This design comes from an exercise in tuning for small area on the open sky130 flow, not from production work.
Function was checked by simulation only, so behaviour that the tests miss may differ from the original.
Power is estimated from default activity; no workload was simulated.

==> design.v <==
package mixer_pkg;
	typedef logic [7:0] color_t;
	typedef logic [15:0] pixel_t;
	typedef logic [127:0] word_t;
	typedef logic [11:0] hcnt_t;
	typedef logic [11:0] vcnt_t;
	typedef logic [11:0] widx_t;
	typedef logic [31:0] beat_t;
	typedef logic [31:0] addr_t;
	typedef logic [8-1:0] backlog_t;
	typedef enum logic [1:0] {
		SEL_NO,
		SEL_PORT0,
		SEL_PORT1
	} port_sel_t;
	typedef enum logic [1:0] {
		ARB_IDLE,
		ARB_POP,
		ARB_SETUP,
		ARB_ACCESS
	} arb_state_t;
endpackage
module pixel_counter (
	input  logic        pclk0,
	input  logic        vrst,
	input  logic        vs,
	input  logic        de,
	output logic [5:0]  hcnt,
	output logic [11:0] vcnt,
	output logic        de_q
);
	logic vs_q;
	always_ff @(posedge pclk0) begin
		if (vrst) begin
			vs_q <= 1'b0;
			de_q <= 1'b0;
			hcnt <= '0;
			vcnt <= '0;
		end else begin
			vs_q <= vs;
			de_q <= de;
			if (de) begin
				hcnt <= hcnt + 1'b1;
			end
			if (vs && !vs_q) begin
				vcnt <= '0;  
			end else if (de_q && !de) begin
				vcnt <= vcnt + 1'b1;
			end
		end
	end
endmodule
module pixel_packer (
	input  logic           pclk0,
	input  logic [7:0]     ir,
	input  logic [7:0]     ig,
	input  logic [7:0]     ib,
	output logic [127:0]   word
);
	logic [15:0]  pix;
	logic [111:0] shreg;
	assign pix  = {ig[7:2], ir[7:3], ib[7:3]};  
	assign word = {pix, shreg};
	always_ff @(posedge pclk0) begin
		shreg <= {pix, shreg[111:16]};
	end
endmodule
module word_fifo (
	input  logic           pclk0,
	input  logic           vrst,
	input  logic           wr,       
	input  logic           push,     
	input  logic [127:0]   word,
	input  logic [11:0]    wvcnt,
	input  logic [2:0]     widx,
	input  logic           rsel,     
	input  logic           pop,
	output logic [127:0]   head_word,
	output logic [11:0]    head_vcnt,
	output logic [2:0]     head_widx,
	output logic           empty,
	output logic           overflow
);
	logic [127:0] mem_word [16];
	logic [11:0]  mem_vcnt [16];
	logic [2:0]   mem_widx [16];
	logic [4:0]   wr_ptr;
	logic [4:0]   rd_ptr;
	logic         full;
	logic         we;
	assign empty = (wr_ptr == rd_ptr);
	assign full  = (wr_ptr[4] != rd_ptr[4]) && (wr_ptr[3:0] == rd_ptr[3:0]);
	assign we = wr && (!full || pop);
	always_ff @(posedge pclk0) begin
		for (int i = 0; i < 16; i++) begin
			if (we && wr_ptr[3:0] == 4'(i)) begin
				mem_word[i] <= word;
				mem_vcnt[i] <= wvcnt;
				mem_widx[i] <= widx;
			end
		end
	end
	always_comb begin
		head_word = '0;
		head_vcnt = '0;
		head_widx = '0;
		for (int i = 0; i < 16; i++) begin
			if (rsel && rd_ptr[3:0] == 4'(i)) begin
				head_word = head_word | mem_word[i];
				head_vcnt = head_vcnt | mem_vcnt[i];
				head_widx = head_widx | mem_widx[i];
			end
		end
	end
	always_ff @(posedge pclk0) begin
		if (vrst) begin
			wr_ptr   <= '0;
			rd_ptr   <= '0;
			overflow <= 1'b0;
		end else begin
			if (push && !full) begin
				wr_ptr <= wr_ptr + 1'b1;
			end
			if (push && full) begin
				overflow <= 1'b1;  
			end
			if (pop && !empty) begin
				rd_ptr <= rd_ptr + 1'b1;
			end
		end
	end
endmodule
module segment_backlog (
	input  logic       pclk0,
	input  logic       vrst,
	input  logic       seg_done,
	input  logic       seg_taken,
	output logic [7:0] backlog
);
	always_ff @(posedge pclk0) begin
		if (vrst) begin
			backlog <= '0;
		end else if (seg_done && !seg_taken) begin
			backlog <= backlog + 1'b1;
		end else if (seg_taken && !seg_done) begin
			backlog <= backlog - 1'b1;
		end
	end
endmodule
module write_arbiter (
	input  logic           pclk0,
	input  logic           vrst,
	input  logic [7:0]     backlog0,
	input  logic [7:0]     backlog1,
	input  logic [127:0]   sel_word,    
	input  logic [11:0]    sel_vcnt,
	input  logic [2:0]     sel_widx,
	input  logic           empty0,
	input  logic           empty1,
	output logic           g,           
	output logic           pop0,
	output logic           pop1,
	output logic           seg_taken0,
	output logic           seg_taken1,
	output logic [31:0]    paddr,
	output logic           psel,
	output logic           penable,
	output logic           pwrite,
	output logic [31:0]    pwdata,
	input  logic           pready,
	input  logic           pslverr,
	output logic           slv_err
);
	logic         st_pop;
	logic [1:0]   beat;
	logic [1:0]   wcnt;
	logic [127:0] cur_word;
	logic [11:0]  cur_vcnt;
	logic [2:0]   cur_widx;
	logic         idle;
	logic         take;
	logic         beat_done;
	logic         word_last;
	logic         seg_last;
	assign idle      = !st_pop && !psel;
	assign take      = st_pop && !(g ? empty1 : empty0);
	assign beat_done = penable && pready;
	assign word_last = beat_done && (beat == 2'd3);
	assign seg_last  = word_last && (wcnt == 2'd3);
	assign pop0 = take && !g;
	assign pop1 = take && g;
	assign seg_taken0 = seg_last && !g;
	assign seg_taken1 = seg_last && g;
	assign pwrite = psel;
	assign paddr  = {11'd0, g, 1'b0, cur_vcnt, cur_widx, beat, 2'b00};
	assign pwdata = cur_word[{beat, 5'd0} +: 32];  
	always_ff @(posedge pclk0) begin
		if (vrst) begin
			st_pop  <= 1'b0;
			psel    <= 1'b0;
			penable <= 1'b0;
			beat    <= '0;
			wcnt    <= '0;
			slv_err <= 1'b0;
		end else begin
			if (beat_done && pslverr) begin
				slv_err <= 1'b1;
			end
			if (beat_done) begin
				beat <= beat + 2'd1;
			end
			if (word_last) begin
				wcnt <= wcnt + 2'd1;
			end
			st_pop  <= (idle && (backlog1 > backlog0 || backlog0 != '0)) ||
			           (st_pop && !take) || (word_last && !seg_last);
			psel    <= take || (psel && !penable) || (penable && !word_last);
			penable <= (psel && !penable) || (penable && !pready);
		end
	end
	always_ff @(posedge pclk0) begin
		if (idle) begin
			g <= (backlog1 > backlog0);  
		end
	end
	always_ff @(posedge pclk0) begin
		if (take) begin
			cur_word <= sel_word;
			cur_vcnt <= sel_vcnt;
			cur_widx <= sel_widx;
		end
	end
endmodule
module mixer_top (
	input  logic              pclk0,
	input  logic              vrst,
	input  logic              vs0,
	input  logic              de0,
	input  mixer_pkg::color_t ir0,
	input  mixer_pkg::color_t ig0,
	input  mixer_pkg::color_t ib0,
	input  logic              vs1,
	input  logic              de1,
	input  mixer_pkg::color_t ir1,
	input  mixer_pkg::color_t ig1,
	input  mixer_pkg::color_t ib1,
	output mixer_pkg::addr_t  paddr,
	output logic              psel,
	output logic              penable,
	output logic              pwrite,
	output mixer_pkg::beat_t  pwdata,
	input  logic              pready,
	input  logic              pslverr,
	output logic              overflow,
	output logic              slv_err
);
	logic [5:0]   hcnt0, hcnt1;
	logic [11:0]  vcnt0, vcnt1;
	logic         de_q0, de_q1;
	logic         wr0, wr1;
	logic         push0, push1;
	logic         seg_done0, seg_done1;
	logic [127:0] word0, word1;
	logic [127:0] head_word0, head_word1;
	logic [11:0]  head_vcnt0, head_vcnt1;
	logic [2:0]   head_widx0, head_widx1;
	logic         empty0, empty1;
	logic         pop0, pop1;
	logic         ovf0, ovf1;
	logic         seg_taken0, seg_taken1;
	logic [7:0]   backlog0, backlog1;
	logic         g;
	assign overflow = ovf0 || ovf1;
	pixel_counter u_cnt0 (.pclk0, .vrst, .vs(vs0), .de(de0), .hcnt(hcnt0), .vcnt(vcnt0), .de_q(de_q0));
	pixel_counter u_cnt1 (.pclk0, .vrst, .vs(vs1), .de(de1), .hcnt(hcnt1), .vcnt(vcnt1), .de_q(de_q1));
	assign wr0       = de0 && (hcnt0[2:0] == 3'd7);
	assign wr1       = de1 && (hcnt1[2:0] == 3'd7);
	assign push0     = de_q0 && (hcnt0[2:0] == 3'd0);
	assign push1     = de_q1 && (hcnt1[2:0] == 3'd0);
	assign seg_done0 = de_q0 && (hcnt0[4:0] == 5'd0);
	assign seg_done1 = de_q1 && (hcnt1[4:0] == 5'd0);
	pixel_packer u_pack0 (.pclk0, .ir(ir0), .ig(ig0), .ib(ib0), .word(word0));
	pixel_packer u_pack1 (.pclk0, .ir(ir1), .ig(ig1), .ib(ib1), .word(word1));
	word_fifo u_fifo0 (
		.pclk0, .vrst, .wr(wr0), .push(push0), .word(word0), .wvcnt(vcnt0), .widx(hcnt0[5:3]),
		.rsel(!g), .pop(pop0),
		.head_word(head_word0), .head_vcnt(head_vcnt0), .head_widx(head_widx0),
		.empty(empty0), .overflow(ovf0)
	);
	word_fifo u_fifo1 (
		.pclk0, .vrst, .wr(wr1), .push(push1), .word(word1), .wvcnt(vcnt1), .widx(hcnt1[5:3]),
		.rsel(g), .pop(pop1),
		.head_word(head_word1), .head_vcnt(head_vcnt1), .head_widx(head_widx1),
		.empty(empty1), .overflow(ovf1)
	);
	segment_backlog u_blog0 (.pclk0, .vrst, .seg_done(seg_done0), .seg_taken(seg_taken0), .backlog(backlog0));
	segment_backlog u_blog1 (.pclk0, .vrst, .seg_done(seg_done1), .seg_taken(seg_taken1), .backlog(backlog1));
	write_arbiter u_arb (
		.pclk0, .vrst, .backlog0, .backlog1,
		.sel_word(head_word0 | head_word1),
		.sel_vcnt(head_vcnt0 | head_vcnt1),
		.sel_widx(head_widx0 | head_widx1),
		.empty0, .empty1, .g, .pop0, .pop1, .seg_taken0, .seg_taken1,
		.paddr, .psel, .penable, .pwrite, .pwdata, .pready, .pslverr, .slv_err
	);
endmodule
==> run.sh <==
#!/bin/bash
# synth_recipe.tcl (not shown) runs the flow's synth.tcl, then flattens the netlist and writes it again
# the make line also repeats each setting of config.mk as NAME=value (left out here)
make -C /OpenROAD-flow-scripts/flow DESIGN_CONFIG=/design/flow/config.mk WORK_HOME=/design/flow/orfs CLKGATE_MAP_FILE= SYNTH_SCRIPT=/design/flow/synth_recipe.tcl finish
==> config.mk <==
export PLATFORM = sky130hd
export DESIGN_NAME = mixer_top
export DESIGN_NICKNAME = mixer_top
export VERILOG_FILES = /design/flow/design.v
export SDC_FILE = /design/flow/constraint.sdc
export NUM_CORES = 4
export LEC_CHECK = 0
export CAP_MARGIN = 20
export CORE_MARGIN = 2
export CORE_UTILIZATION = 40
export SLEW_MARGIN = 20
==> constraint.sdc <==
create_clock -name core_clock -period 10.0 [get_ports {pclk0}]
set_input_delay 2.0000 -clock core_clock [delete_from_list [all_inputs] [get_ports {pclk0}]]
set_output_delay 2.0000 -clock core_clock [all_outputs]
set_load 0.01 [all_outputs]
==> summary.txt, run 1 <==
Synth
The most used flip-flop cell after synthesis is edfxtp_1. The share of synthesized cell area in full adder, half adder and majority cells is 0.00357. The largest family of logic cells by synthesized area is compound AO/OA/AOI/OAI gates.

The simple-gate share of the synthesized area is 0.0294. The post-synthesis compound-gate area fraction is 0.0993. The number of enable-type register cells in the synthesized netlist is 4720. The cell area after synthesis is 180000 sq um. The sequential-to-total area share from yosys stat is 0.824. The synthesized design contains 5030 register bits.

The synthesized netlist contains 72 unique library cells. The mean area per synthesized cell is 19.2 sq um. After synthesis, the share of cell area in mux cells is 0.0250. The share of the synthesized netlist area taken by xor and xnor gates is 0.00322.

Yosys printed 8 warnings. The cell count after synthesis is 9332. The share of synthesized flip-flops with an asynchronous set or reset is 0.

Clock tree
After clock tree synthesis, the clock-pin slew on the worst setup and hold paths is 60 ps. Buffers added to address setup during post-CTS repair amount to 0. Once the clock tree was built, the resizer swapped 0 gates to a different size.

The TritonCTS clock tree is built. The maximum level of the CTS H-tree is 5. The root buffer cell chosen for the clock tree is clkbuf_16. For this design, the CTS-stage hold fixing added 0 buffers. The clock reaches the later pin of the worst-skew pair after 1040 ps.

The largest buffer count on any clock path is 4. The number of sinks on the clock net is 5030. The number of buffers created by CTS is 476.

Finish
Of the cells placed in the final design, the portion with a size suffix greater than 1 is 0.118. The layout overhead on the synthesized area is 14.0%. Counting the fill cells in the layout gives 37000. The area of all sequential standard cells is 148000 sq um. The final instance area is 205000 sq um.

After the last flow step, the layout net total stands at 9699. Summing all multi-input logic gate instances after layout gives 29500 sq um.

Setup path
The required time at the worst-slack endpoint is 8000 ps. In this run the worst path has a maximum fanout of 19. The setup path with the least slack is of type flip-flop to output pin. The arrival time reported for the critical path endpoint is 4160 ps. The worst setup path is launched from a flip-flop. The worst setup path is captured at an output pin.

STA
The worst slew margin relative to its limit is 0.189. The worst-case clock skew is 67.9 ps. Setup repair after global routing left no endpoint under its margin. In the finished design, the share of the clock period the worst path needs comes to 0.616.

The setup TNS is 0 ps. The count of pins over their slew limit is 0. At the pin with the least slew margin, the transition time is 1220 ps. The clock period could shrink to 6160 ps. The total count of hold-check failures in the final report is 0. The fmax is 162 MHz. Setup violations remaining at the end of the flow were counted as 0.

Route
Dividing the detail-routed via count by the number of cells gives 6.67. The residual DRC count is 0. The number of optimization iterations in the first detailed-route pass is 7.

Dividing the detail-routed wire length by the instance count gives 41.3 microns. The initial detailed-routing violation count is 21400. The total via count in the routed design is 107000. In this run the remaining antenna-violating nets after routing total 0. The total wire length after detailed routing is 660 mm.

Placement
The HPWL after detailed placement is 306 mm. The weighted congestion at the end of routability-driven global placement is 0.804. The post-place instance area is 189000 sq um. The count of input and output buffers is 94.

Floorplan
The die height is 674 microns. The floorplan has 246 rows. Pin placement for this block handled 125 I/O pins.

The core area is 448000 sq um. The effective utilization at floorplan is 0.401. Measured along the x axis, the die boundary spans 674 microns. The die footprint is 454000 sq um.

Power and ir drop
The design draws 44400 uW. The leakage power figure is 0.0627 uW. The worst vdd rail ir drop is 184 uV. For this design the ratio of total power to cell area is 217 nW/um^2.

Run status
The run finished with no timing, DRC or antenna violations.

Worst hold path
The class of the tightest hold or removal check is flip-flop to flip-flop.

Job
Across the run, the number of max-cap violations was 0.

Global route
The global-route usage over all layers is 0.282. Entering global routing, the biggest net connects 97 pins. The number of global-route vias before repair is 101000. The first-pass GRT wire length is 876 mm. The number of antenna violations at the first check in global routing is 43. The final global-route overflow total is 0.
==> worst max-delay path: stages (launching register included) <==
cell             delay, ps
dfxtp_4               1010
buf_4                  820
mux4_2                 570
clkdlybuf4s50_1        690
==> power by group <==
group	internal (uW)	total, uW	switching, uW
Combinational	678	2220	1540
Clock	10700	18600	7870
Sequential	23200	23500	348
==> cells in the mapped netlist, types with 16 or more instances <==
library cell     n  area, sq um
nor2_1         214          803
a222oi_1        94          941
nand2_1        107          402
mux2_2          54          608
or3_1           75          469
buf_1           95          357
clkbuf_1       237          890
a221o_1         25          250
nand3b_1        16          120
o21ai_0         48          240
ha_1            48          601
nand3_1        155          776
mux2i_1        297         2970
o2bb2ai_1       76          666
o221ai_1        29          254
a22o_1         367         3210
a21oi_1         98          490
dfxtp_1        310         6210
buf_6           18          203
nand4_1        203         1270
a221oi_1       429         3760
edfxtp_1      4720       142000
xnor2_1         31          272
and3_1          19          119
buf_2          189          946
xor2_1          35          307
buf_4           34          255
inv_1           39          146
a22oi_1        904         6790
or4_1           51          383
o2111ai_1       49          429
o22ai_1         39          244
mux4_2          40          901
==> layout by cell type (no fill, tap or decap), types with 27 or more instances in the layout <==
| master | count |
|---|---|
| a21oi_1 | 98 |
| a221oi_1 | 429 |
| a222oi_1 | 94 |
| a22o_1 | 367 |
| a22oi_1 | 904 |
| buf_12 | 60 |
| buf_4 | 188 |
| bufinv_16 | 56 |
| clkbuf_1 | 108 |
| clkbuf_16 | 483 |
| clkbuf_8 | 59 |
| clkdlybuf4s50_1 | 93 |
| clkinv_1 | 62 |
| clkinv_2 | 92 |
| dfxtp_1 | 304 |
| diode_2 | 27 |
| edfxtp_1 | 4720 |
| ha_1 | 48 |
| inv_1 | 38 |
| mux2_2 | 54 |
| mux2i_1 | 297 |
| mux4_2 | 40 |
| nand2_1 | 105 |
| nand3_1 | 154 |
| nand4_1 | 203 |
| nor2_1 | 188 |
| o2111ai_1 | 49 |
| o21ai_0 | 46 |
| o221ai_1 | 29 |
| o22ai_1 | 39 |
| o2bb2ai_1 | 76 |
| or3_1 | 75 |
| or4_1 | 51 |
| xnor2_1 | 31 |
| xor2_1 | 35 |
==> registers in the layout (all words and copies together), names as in the netlist, 48 cells and up <==
name,cells
u_pack0.shreg,112
u_fifo0.mem_vcnt,192
u_pack1.shreg,112
u_fifo0.mem_word,2048
u_fifo1.mem_word,2048
u_arb.cur_word,128
u_fifo1.mem_vcnt,192
u_fifo1.mem_widx,48
u_fifo0.mem_widx,48
==> per-stage QoR <==
step / setup slack [ps] / hold slack [ps] / instances / util
after floorplan: 610 / 429 / 9345 / -
after global placement: 3950 / 450 / 15100 / 0.421
after detailed placement: 4000 / 460 / 15100 / 0.421
after CTS: 3780 / 474 / 16000 / 0.457
after global routing: 3840 / 518 / 16000 / 0.457
final: 3840 / 470 / 16000 / 0.457
==> final cells by class <==
type | count | share of cell area
Clock inverter | 249 | 0.0137
Multi-Input combinational cell | 3703 | 0.144
Antenna cell | 27 | 0.000330
Inverter | 39 | 0.000752
Sequential cell | 5030 | 0.723
Timing Repair Buffer | 343 | 0.0175
Tap cell | 5952 | 0.0364
Clock buffer | 650 | 0.0650
==> kinds of logic (layout without fill, tap and decap cells) <==
logic type / after synthesis / in the layout
muxes: 391 / 391
and+or+nand+nor: 958 / 958
adders and majority gates: 50 / 50
DFF: 5030 / 5030
AOI/OAI and AO/OA: 2224 / 2224
other: 1 / 41
buffers and inverters: 612 / 1281
xor gates and xnor gates: 66 / 66
==> final timing paths <==
kind | slack, ps | cells past startpoint | end | startpoint
setup / recovery | 3840 | 3 | pwdata[3] | u_arb.beat[1]
hold / removal | 470 | 2 | u_fifo1.overflow | u_fifo1.overflow
setup reg to reg | 4630 | 7 | u_arb.cur_word[31] | u_fifo1.rd_ptr[2]
hold reg to reg | 470 | 2 | u_fifo1.overflow | u_fifo1.overflow
==> per-layer routing <==
layer,share of wire,routed length [microns],global-route usage,vias up
met5,0.00026,174,0,-
met4,0.053,35100,0.129,26
met3,0.13,88700,0.0606,1767
met2,0.46,304000,0.448,9619
met1,0.35,233000,0.372,55500
li1,-,-,-,39800
==> run 2, diff against run 1 <==
--- a/design.v
+++ b/design.v
@@ -88,6 +88,7 @@
 	logic [4:0]   rd_ptr;
 	logic         full;
 	logic         we;
+	logic [15:0]  rd_oh;     
 	assign empty = (wr_ptr == rd_ptr);
 	assign full  = (wr_ptr[4] != rd_ptr[4]) && (wr_ptr[3:0] == rd_ptr[3:0]);
 	assign we = wr && (!full || pop);
@@ -105,7 +106,7 @@
 		head_vcnt = '0;
 		head_widx = '0;
 		for (int i = 0; i < 16; i++) begin
-			if (rsel && rd_ptr[3:0] == 4'(i)) begin
+			if (rsel && rd_oh[i]) begin
 				head_word = head_word | mem_word[i];
 				head_vcnt = head_vcnt | mem_vcnt[i];
 				head_widx = head_widx | mem_widx[i];
@@ -116,6 +117,7 @@
 		if (vrst) begin
 			wr_ptr   <= '0;
 			rd_ptr   <= '0;
+			rd_oh    <= 16'd1;
 			overflow <= 1'b0;
 		end else begin
 			if (push && !full) begin
@@ -126,6 +128,7 @@
 			end
 			if (pop && !empty) begin
 				rd_ptr <= rd_ptr + 1'b1;
+				rd_oh  <= {rd_oh[14:0], rd_oh[15]};
 			end
 		end
 	end
--- a/config.mk
+++ b/config.mk
@@ -7,5 +7,8 @@
 export LEC_CHECK = 0
 export CAP_MARGIN = 20
 export CORE_MARGIN = 2
-export CORE_UTILIZATION = 40
+export CORE_UTILIZATION = 85
+export CTS_CLUSTER_DIAMETER = 60
+export CTS_CLUSTER_SIZE = 30
+export PLACE_DENSITY = 0.9
 export SLEW_MARGIN = 20
==> summary.txt, run 2 <==
Clock tree
The post-cts resize count is 0. The maximum level of the CTS H-tree is 4. In this run the clock root is driven by a clkbuf_16. CTS saw 5062 sinks. The number of buffers added for setup after CTS is 0. Counting along the longest clock path gives a buffer depth of 3. Clock tree synthesis inserted a total of 209 buffers. The number of buffers added to fix hold violations after cts is 0.

Placement
The final HPWL from detailed placement is 304 mm. At the placement stage, the worst setup path has a slack of 4060 ps. Routability-driven placement finished with a final weighted congestion of 0.872. In this run the tool buffered the top-level ports with 94 buffer cells.

Synth
The number of synthesis warnings is 8. Counting every instance in the synthesized netlist gives 9371. Of the post-synthesis cell area, the dominant cell type holds 0.794. The most common cell in the netlist is edfxtp_1. Yosys mapped the design onto 61 distinct sky130hd cell types. The number of synthesized register bits is 5062. In the synthesized netlist the dominant register cell turns out to be edfxtp_1. The sequential-to-total area share from yosys stat is 0.832. By area the synthesized netlist is led by edfxtp_1 (79%), a22oi_1 (4.4%), dfxtp_1 (3.8%). Of all cell types, the one taking the most synthesized area is edfxtp_1. The commonest cells after synthesis are edfxtp_1 (4720), a22oi_1 (1039), a221oi_1 (381). The mean area per synthesized cell is 19.0 sq um. The number of enable-type register cells in the synthesized netlist is 4720.

The cell area that synthesis handed to floorplanning was 179000 sq um. The share of synthesized flip-flops with an asynchronous set or reset is 0.

Floorplan
The die height is 462 microns. For this configuration, the core starts out at a cell density of 0.854. The floorplan die width is 462 microns. The count of boundary I/O pins is 125. The placement row count is 168.

Run status
The run stopped with a tool error. The tool reported: "[ERROR GRT-0228] Horizontal edge usage exceeds the maximum allowed. (50, 23) usage=65535 limit=3200". The stopping stage is global routing (5_1_grt).

Global route
The number of antenna violations at the first check in global routing was 115. The maximum number of pins on one net before global-route repair is 106.
==> run 2: cell types whose count changed after synthesis, sizes merged, moves of 76 or more <==
cell,change
a222oi,+211
a22oi,+135
clkbuf,+79
mux2i,-229
nand2,+97
nand3,+90
o2bb2ai,-76
==> run 2: through the flow <==
stage	std cells	hold WS, ps	power, uW	util	area (sq um)
after detailed placement	11900	451	26900	0.877	183000
after CTS	12300	489	37600	0.909	190000
after global placement	11900	452	26700	0.876	183000
after floorplan	9384	429	25500	-	179000
==> run 2: logic make-up after synthesis <==
family | share of synthesized area
AOI/OAI and AO/OA | 0.109
xor gates and xnor gates | 0.00309
adders and majority gates | 0.00317
buffers and inverters | 0.0152
DFF | 0.832
muxes | 0.00798
other | 0.0000210
and+or+nand+nor | 0.0289
==> run 2: how the worst max path moves through the flow <==
stage             startpoint                 endpoint  slack (ps)
2_1_floorplan            de1  u_fifo1.mem_vcnt[12][0]         610
3_3_place_gp             de1  u_fifo1.mem_word[4][43]        4140
3_5_place_dp             de1  u_fifo1.mem_word[9][55]        4060
4_1_cts        u_arb.beat[0]               pwdata[18]        4000
==> run 2: power groups by stage <==
stage               Sequential [uW]  Combinational (uW)  Clock (uW)
floorplan                     24000                1510           0
global placement              24100                2570           0
detailed placement            24100                2720           0
CTS                           23700                2960       11000
==> run 3, diff against run 2 <==
--- a/config.mk
+++ b/config.mk
@@ -7,8 +7,7 @@
 export LEC_CHECK = 0
 export CAP_MARGIN = 20
 export CORE_MARGIN = 2
-export CORE_UTILIZATION = 85
+export CORE_UTILIZATION = 65
 export CTS_CLUSTER_DIAMETER = 60
 export CTS_CLUSTER_SIZE = 30
-export PLACE_DENSITY = 0.9
 export SLEW_MARGIN = 20
==> summary.txt, run 3 <==
STA
Across all setup checks in the final design, the least slack found is 3900 ps. On the final layout, the worst clock skew is 52.6 ps. The count of pins over their slew limit is 0. The setup TNS is 0 ps.

Setup violations remaining at the end of the flow were counted as 0. The transition at the pin with the smallest max-transition slack is 1300 ps. The total count of hold-check failures in the final report came to 0.

The worst slew margin relative to its limit is 0.131. Subtracting the final worst setup slack from the clock period gives 6100 ps. Setup repair after global routing left no endpoint under its margin.

Derived from the worst setup path, the maximum achievable clock frequency is 164 MHz. The share of the clock period used by the worst path is 0.610.

Global route
The final global-route overflow total is 0. The maximum number of pins on one net before global-route repair is 97. The first-pass GRT wire length is 822 mm. The number of global-route vias before repair is 98200. The number of antenna violations at the first check in global routing is 31. Across every metal layer, demand over resource in global routing totals 0.437.

Synth
The most common cell in the netlist is edfxtp_1. Yosys attributes the largest share of cell area to edfxtp_1 (79%), a22oi_1 (4.4%), dfxtp_1 (3.8%). The mean area per synthesized cell is 19.0 sq um. The sequential-to-total area share from yosys stat is 0.832. The synthesized design contains 5062 register bits. The cell count after synthesis came out at 9371.

The cell area after synthesis is 179000 sq um. Yosys printed 8 warnings. The proportion of netlist area held by the largest area contributor is 0.794. The share of synthesized flip-flops with an asynchronous set or reset is 0. Of all cell types, the one taking the most synthesized area is edfxtp_1. The netlist uses 61 different library cells. The synthesized design contains 4720 enable-type register cells. The most used flip-flop cell after synthesis is edfxtp_1. In the synthesized netlist, the cells that appear most often are edfxtp_1 (4720), a22oi_1 (1039), a221oi_1 (381).

Setup path
For flop-to-flop paths, the worst setup slack is 5280 ps. For the worst setup path, the data required time is 8000 ps. The largest fanout on the critical path is 19.

STA classifies the critical path endpoint as an output pin. The worst register-to-register path has a depth of 9. The endpoint identified for the worst register-to-register timing path is u_arb.cur_word[125]. The category of the worst setup path launch point is a flip-flop. In this run the critical register-to-register path is launched from u_arb.g. For the worst setup path, the data arrival time is 4100 ps. The path type of the worst setup path is flip-flop to output pin.

Finish
Once layout is complete, the utilization of the core stands at 0.711. The layout overhead on the synthesized area is 8.83%. The final instance area is 194000 sq um. The final cell count without fillers is 13200. The library cells used most frequently in the layout, excluding fill and tap cells, are edfxtp_1 (4720), a22oi_1 (1039), a221oi_1 (381), a22o_1 (334), dfxtp_1 (308). In the final layout, the registers with the most flip-flops are u_fifo0.mem_word: 2048 flops, u_fifo1.mem_word: 2048 flops. Leaving out fill and tap cells, the most frequent cell in the layout is edfxtp_1. The post-layout net count is 9501. The share of layout cells above drive strength 1 is 0.0919.

Placement
The post-place instance area is 185000 sq um. Input and output buffers added on the ports amount to 94. OpenSTA, run right after detailed placement, puts the worst setup slack at 4110 ps. After detailed placement, the design holds a cell count of 12700. The final HPWL from detailed placement is 300 mm. Routability-driven placement finished with a final weighted congestion of 0.838.

Worst hold path
The worst hold path passes through 2 cells. The worst hold path terminates at u_fifo0.overflow. The worst hold path begins at u_fifo0.overflow.

The worst hold path belongs to the class flip-flop to flip-flop.

Power and ir drop
The analysis attributes to cell leakage a power of 0.0593 uW. The worst vdd rail ir drop is 206 uV. The total power divided by cell area is 206 nW/um^2.

Clock tree
The TritonCTS clock tree is built. The clock-pin transition on the worst setup and hold timing paths is 70 ps. The post-cts resize count is 0. The largest buffer count on any clock path is 4. The tree is rooted in a clkbuf_16.

The maximum level of the CTS H-tree is 5. The insertion delay to the later sink of the worst-skew pair is 970 ps. The clock drives 5062 sinks. The number of buffers added to fix hold violations after cts is 0. Buffers added to address setup during post-CTS repair amount to 0. TritonCTS created 278 clock buffers.

Run status
The flow ran to the end and the layout has no timing, DRC or antenna violations.

Route
The detail-routed via count per cell is 7.98. The first TritonRoute pass finished after 10 iterations. The total wire length after detailed routing is 615 mm. The total via count in the routed design is 106000. Once detail routing completed, the nets flagged for antenna violations numbered 0. The residual DRC count is 0. The first routing iteration left 23700 violations. The mean routed wirelength per cell is 46.5 microns.

Floorplan
In this run the vertical extent of the chip is 528 microns. The floorplan die width is 528 microns. The die footprint is 279000 sq um. For this configuration, the core starts out at a cell density of 0.653. The core area is 273000 sq um. The count of boundary I/O pins is 125.

The floorplan has 192 rows.

Job
Max-cap violations in this run came to 0.
[run 3: worst max path at each step]
stage | start | endpoint | cells after the start
after floorplan | de1 | u_fifo1.mem_vcnt[12][0] | 5
after global placement | de1 | u_fifo1.mem_word[11][106] | 7
after detailed placement | de1 | u_fifo1.mem_vcnt[11][2] | 8
after CTS | u_arb.beat[0] | pwdata[18] | 3
after global routing | u_arb.beat[0] | pwdata[8] | 3
final | u_arb.beat[0] | pwdata[8] | 3
[run 3: cells by family (layout without fill, tap and decap cells)]
group | count (synthesis) | count (layout) | synth area share
DFF | 5062 | 5062 | 0.832
AOI/OAI and AO/OA | 2427 | 2427 | 0.109
and+or+nand+nor | 1018 | 1018 | 0.0289
buffers and inverters | 654 | 888 | 0.0152
muxes | 102 | 102 | 0.00798
xor gates and xnor gates | 63 | 63 | 0.00309
adders and majority gates | 44 | 44 | 0.00317
other | 1 | 34 | 0.0000210
[run 3: critical path, stage by stage (launching register included)]
cell	delay (ps)
dfxtp_4	920
buf_4	790
mux4_2	780
clkdlybuf4s50_1	560
[run 3: power by group]
group          internal [uW]  total (uW)  switching, uW
sequential             23300       23700            343
clock                   6120       13400           7300
combinational            880        2880           2000
[run 3: final cells by class]
| cell class | instances | area [sq um] |
|---|---|---|
| antenna | 20 | 50.0 |
| clock buffer | 308 | 7410 |
| clock inverter | 189 | 2260 |
| fill | 16700 | 79100 |
| inverter | 37 | 146 |
| multi-input combinational | 3668 | 27700 |
| sequential | 5062 | 149000 |
| tap | 3589 | 4490 |
| timing repair buffer | 354 | 3500 |
[run 3: per-stage QoR]
step                      hold WS, ps  power (uW)
after global placement            440       26900
after CTS                         474       39800
final                             479       40000
after detailed placement          457       26900
after global routing              499       40700
after floorplan                   429       25500
[run 3: per-layer routing]
metal	GRT usage	wire length [microns]	vias to the layer above	share of wire
li1	-	-	39500	-
met1	0.622	210000	54100	0.34
met2	0.654	274000	10200	0.45
met3	0.111	99200	1682	0.16
met4	0.181	31600	20	0.051
met5	0	142	-	0.00023
==> run 4, diff against run 3 <==
--- a/design.v
+++ b/design.v
@@ -73,7 +73,6 @@
 	input  logic [127:0]   word,
 	input  logic [11:0]    wvcnt,
 	input  logic [2:0]     widx,
-	input  logic           rsel,     
 	input  logic           pop,
 	output logic [127:0]   head_word,
 	output logic [11:0]    head_vcnt,
@@ -85,12 +84,14 @@
 	logic [11:0]  mem_vcnt [16];
 	logic [2:0]   mem_widx [16];
 	logic [4:0]   wr_ptr;
-	logic [4:0]   rd_ptr;
+	logic         rd_wrap;   
+	logic         at_rd;     
 	logic         full;
 	logic         we;
 	logic [15:0]  rd_oh;     
-	assign empty = (wr_ptr == rd_ptr);
-	assign full  = (wr_ptr[4] != rd_ptr[4]) && (wr_ptr[3:0] == rd_ptr[3:0]);
+	assign at_rd = rd_oh[wr_ptr[3:0]];
+	assign empty = at_rd && (wr_ptr[4] == rd_wrap);
+	assign full  = at_rd && (wr_ptr[4] != rd_wrap);
 	assign we = wr && (!full || pop);
 	always_ff @(posedge pclk0) begin
 		for (int i = 0; i < 16; i++) begin
@@ -106,7 +107,7 @@
 		head_vcnt = '0;
 		head_widx = '0;
 		for (int i = 0; i < 16; i++) begin
-			if (rsel && rd_oh[i]) begin
+			if (pop && rd_oh[i]) begin
 				head_word = head_word | mem_word[i];
 				head_vcnt = head_vcnt | mem_vcnt[i];
 				head_widx = head_widx | mem_widx[i];
@@ -116,7 +117,7 @@
 	always_ff @(posedge pclk0) begin
 		if (vrst) begin
 			wr_ptr   <= '0;
-			rd_ptr   <= '0;
+			rd_wrap  <= 1'b0;
 			rd_oh    <= 16'd1;
 			overflow <= 1'b0;
 		end else begin
@@ -127,7 +128,7 @@
 				overflow <= 1'b1;  
 			end
 			if (pop && !empty) begin
-				rd_ptr <= rd_ptr + 1'b1;
+				rd_wrap <= rd_wrap ^ rd_oh[15];
 				rd_oh  <= {rd_oh[14:0], rd_oh[15]};
 			end
 		end
@@ -227,11 +228,9 @@
 		end
 	end
 	always_ff @(posedge pclk0) begin
-		if (take) begin
-			cur_word <= sel_word;
-			cur_vcnt <= sel_vcnt;
-			cur_widx <= sel_widx;
-		end
+		cur_word <= sel_word | ({128{!take}} & cur_word);
+		cur_vcnt <= sel_vcnt | ({12{!take}} & cur_vcnt);
+		cur_widx <= sel_widx | ({3{!take}} & cur_widx);
 	end
 endmodule
 module mixer_top (
@@ -286,13 +285,13 @@
 	pixel_packer u_pack1 (.pclk0, .ir(ir1), .ig(ig1), .ib(ib1), .word(word1));
 	word_fifo u_fifo0 (
 		.pclk0, .vrst, .wr(wr0), .push(push0), .word(word0), .wvcnt(vcnt0), .widx(hcnt0[5:3]),
-		.rsel(!g), .pop(pop0),
+		.pop(pop0),
 		.head_word(head_word0), .head_vcnt(head_vcnt0), .head_widx(head_widx0),
 		.empty(empty0), .overflow(ovf0)
 	);
 	word_fifo u_fifo1 (
 		.pclk0, .vrst, .wr(wr1), .push(push1), .word(word1), .wvcnt(vcnt1), .widx(hcnt1[5:3]),
-		.rsel(g), .pop(pop1),
+		.pop(pop1),
 		.head_word(head_word1), .head_vcnt(head_vcnt1), .head_widx(head_widx1),
 		.empty(empty1), .overflow(ovf1)
 	);
--- a/config.mk
+++ b/config.mk
@@ -8,6 +8,6 @@
 export CAP_MARGIN = 20
 export CORE_MARGIN = 2
 export CORE_UTILIZATION = 65
-export CTS_CLUSTER_DIAMETER = 60
+export CTS_CLUSTER_DIAMETER = 100
 export CTS_CLUSTER_SIZE = 30
 export SLEW_MARGIN = 20
==> summary.txt, run 4 <==
Worst hold path
The worst hold path begins at u_fifo1.mem_word[15][84]. The class of the tightest hold or removal check is flip-flop to flip-flop.

Power and ir drop
The total power divided by cell area is 187 nW/um^2. The worst vdd rail ir drop is 191 uV. The overall power after layout is 35200 uW. The leakage power figure is 0.0569 uW.

Setup path
The start of the worst register-to-register path is u_fifo0.rd_oh[13]. Data on the critical path arrives at its endpoint at 3710 ps. The first element of the critical path is u_arb.beat[0]. The largest stage delay on the critical path is 800 ps.

The category of the worst setup path capture point is an output pin. The path type of the worst setup path is flip-flop to output pin. Among all stages on the critical path, the largest delay is contributed by mux4_2.

For the worst setup path, the data required time is 8000 ps. STA classifies the critical path startpoint as a flip-flop. Along the worst path, the maximum fanout reaches 26. Traced cell by cell, the critical path runs through buf_4 -> mux4_2 -> clkdlybuf4s50_1.

Finish
The largest registers in the layout are u_fifo0.mem_word: 2048 flops, u_fifo1.mem_word: 2048 flops. The post-layout net count is 9349. In the layout the commonest cells are edfxtp_1 (4577), a22oi_1 (770), a221oi_1 (698), a22o_1 (536), dfxtp_1 (443). The leading cell type in the layout, fill and taps excluded is edfxtp_1. The total of fill cells in the finished design is 17000. In the final layout, the share of cells above drive strength 1 is 0.0602. Relative to the synthesized area, the layout overhead comes to 6.33%. The finished layout holds 13000 standard cells, fillers aside.

The final instance area is 188000 sq um.

Route
Dividing the detail-routed via count by the number of cells gives 7.57. The detailed router placed 98400 vias in this run. After detailed routing, the average wire length per cell comes to 40.9 microns. The residual DRC count is 0. For this block, the initial DRC count from the detailed router was 18200. The count of antenna-violating nets left after detailed routing is 0.

The total wire length after detailed routing is 531 mm. The number of optimization iterations in the first detailed-route pass is 11.

Floorplan
The effective utilization at floorplan is 0.654. The floorplan die width is 526 microns. In this run the standard cell core region covers 271000 sq um. The count of boundary I/O pins is 125. The die covers 277000 sq um.

After floorplanning, the core was divided into 191 placement rows. The floorplan step set the die height to 526 microns.

Synth
For this run, the register share of the synthesized area comes to 0.830. The netlist uses 57 different library cells. In the synthesized netlist the dominant register cell turns out to be edfxtp_1. The Yosys step of the flow raised 8 warnings. The share of synthesized flip-flops with an asynchronous set or reset is 0.

The share of synthesized area in the top cell type comes to 0.776. After technology mapping, the gate count stands at 9351. Counting flops and latches in the post-synthesis netlist gives 5054. In the synthesized netlist, the cells that appear most often are edfxtp_1 (4577), a22oi_1 (770), a221oi_1 (698).

The cell area after synthesis is 177000 sq um. The most common cell in the netlist is edfxtp_1. The top cell type by total area after synthesis is edfxtp_1. The mean area per synthesized cell is 18.9 sq um.

In this run, synthesis inferred 4577 flip-flops with an integrated enable. Ranked by total cell area, the synthesized netlist is headed by edfxtp_1 (78%), dfxtp_1 (5.4%), a221oi_1 (3.5%).

STA
The transition at the pin with the smallest max-transition slack is 1320 ps. Based on the critical path, the design can be clocked at up to 175 MHz. The count of pins over their slew limit is 0. Of the available clock period, the critical path in the final layout requires 0.571. The total count of hold-check failures in the final report came to 0. Setup violations remaining at the end of the flow were counted as 0. Setup repair after global routing left no endpoint under its margin. After routing, the total negative slack on setup checks comes to 0 ps. Headroom to the max-slew limit came out at 0.107.

Subtracting the final worst setup slack from the clock period gives 5710 ps. The worst-case clock skew is 56.3 ps.

Clock tree
The number of buffers added for setup after CTS is 0. The largest buffer count on any clock path is 4. The number of buffers created by CTS is 194. CTS saw 5054 sinks.

Clock-pin slew was measured on the worst setup and hold paths at 120 ps. At the later pin of the worst-skew pair, clock insertion delay measures 960 ps. The cell chosen for the clock root is clkbuf_16. The maximum level of the CTS H-tree is 4. TritonCTS built the clock tree. The number of buffers added to fix hold violations after cts is 0.

The number of gates resized after CTS was 0.

Global route
In the global route stage, overall resource usage came out at 0.379. Entering global routing, the biggest net connects 117 pins. The number of antenna violations at the first check in global routing is 40. The final global-route overflow total is 0. The first global-routing pass estimated 727 mm of wire.

The number of global-route vias before repair is 92800.

Placement
The weighted congestion at the end of routability-driven global placement is 0.861. The count of input and output buffers is 94. After legalization and detailed placement, the total HPWL measured 279 mm. The post-place instance area is 183000 sq um. The number of cells after detailed placement is 12600.

Run status
The run finished with no timing, DRC or antenna violations.

Job
The tool flagged a number of max-cap violations equal to 0.
==> run 4: cell count changes in the layout (fill, tap and decap cells not counted), moves of 40 or more <==
| cell | change |
|---|---|
| clkbuf_1 | +138 |
| a22oi_1 | -269 |
| and3_1 | +40 |
| a221oi_1 | +317 |
| a222oi_1 | -95 |
| dfxtp_1 | +135 |
| clkbuf_16 | -93 |
| a22o_1 | +202 |
| nand3_1 | -85 |
| mux2i_1 | -45 |
| nand2_1 | +101 |
| o21ai_0 | -49 |
| a21oi_1 | -49 |
| edfxtp_1 | -143 |
==> run 4: cell type report <==
class	count	area, sq um	area share
clock buffer	347	5520	0.0293
inverter	29	109	0.000578
tap	3570	4470	0.0237
timing repair buffer	311	3030	0.0161
multi-input combinational	3661	28100	0.149
antenna	11	27.5	0.000146
sequential	5054	147000	0.781
clock inverter	5	75.1	0.000398
==> run 4: logic make-up (layout without fill, tap and decap cells) <==
family	Yosys count	after routing	share of synthesized area
flops	5054	5054	0.830
compound gates	2481	2481	0.115
simple gates	1007	1007	0.0286
buf+inv	649	692	0.0149
mux	65	65	0.00626
xor+xnor	52	52	0.00257
fa+ha+maj	42	42	0.00305
other cells	1	25	0.0000212
==> run 4: routing by layer <==
layer / track usage / wire [microns] / share of wire
met5: 0 / 94 / 0.00018
met4: 0.0873 / 13800 / 0.026
met3: 0.114 / 83600 / 0.16
met2: 0.565 / 237000 / 0.45
met1: 0.560 / 196000 / 0.37
==> run 4: stage by stage <==
stage,setup slack [ps],hold WS (ps),utilization
3_3_place_gp,4320,426,0.674
5_1_grt,4270,463,0.695
3_5_place_dp,4350,437,0.674
4_1_cts,4290,431,0.695
6_report,4290,435,0.695
2_1_floorplan,736,418,-
==> run 4: critical path: cells and delay by family (launching register included) <==
family	cells	cell delay, ps
buffers and inverters	2	1300
multiplexers	1	800
flip-flops	1	540
==> run 4: worst paths after layout <==
path                                   to  slack (ps)  cells past startpoint
setup / recovery               pwdata[26]        4290                      3
setup reg to reg  u_fifo0.mem_word[6][81]        4350                      9
hold / removal         u_arb.cur_word[84]         440                      2
hold reg to reg        u_arb.cur_word[84]         440                      2
==> run 4: power by group <==
| part | total (uW) | switching, uW | internal (uW) |
|---|---|---|---|
| Sequential | 23800 | 523 | 23200 |
| Clock | 9880 | 6040 | 3840 |
| Combinational | 1530 | 941 | 590 |

static timing again, ports no longer ideal:
In the flow no input, the clock included, has a driving cell. The finished layouts below were timed again as built, in two steps.
Step 1 assumes that a clkbuf_16 drives the clock port and a buf_2 every other input.
Step 2, shift: input delay + t, output delay - t, t = (earliest + latest rising clock arrival at the registers) / 2. This alone moves slack from input paths to output paths.
a / b / c = ideal / step 1 / step 2; a / b = the first two.
| run | shift t [ns] | setup slack, ns | worst hold slack (ns) | worst setup path at the end | pins driven straight from the clock port |
|---|---|---|---|---|---|
| run 1 | 1.132 | 3.836 / 3.708 / 3.755 | 0.470 / 0.470 / 0.470 | input to register | 1 |
| run 3 | 1.045 | 3.896 / 3.789 / 3.977 | 0.479 / 0.479 / 0.479 | input to register | 1 |
| run 4 | 1.018 | 4.294 / 4.208 / 4.187 | 0.435 / 0.435 / 0.435 | input to register | 1 |
After both steps setup and hold are still met in every run listed. The setup slack of run 4, which loses most, moves by -0.086 ns with the drivers and by -0.107 ns with both steps.
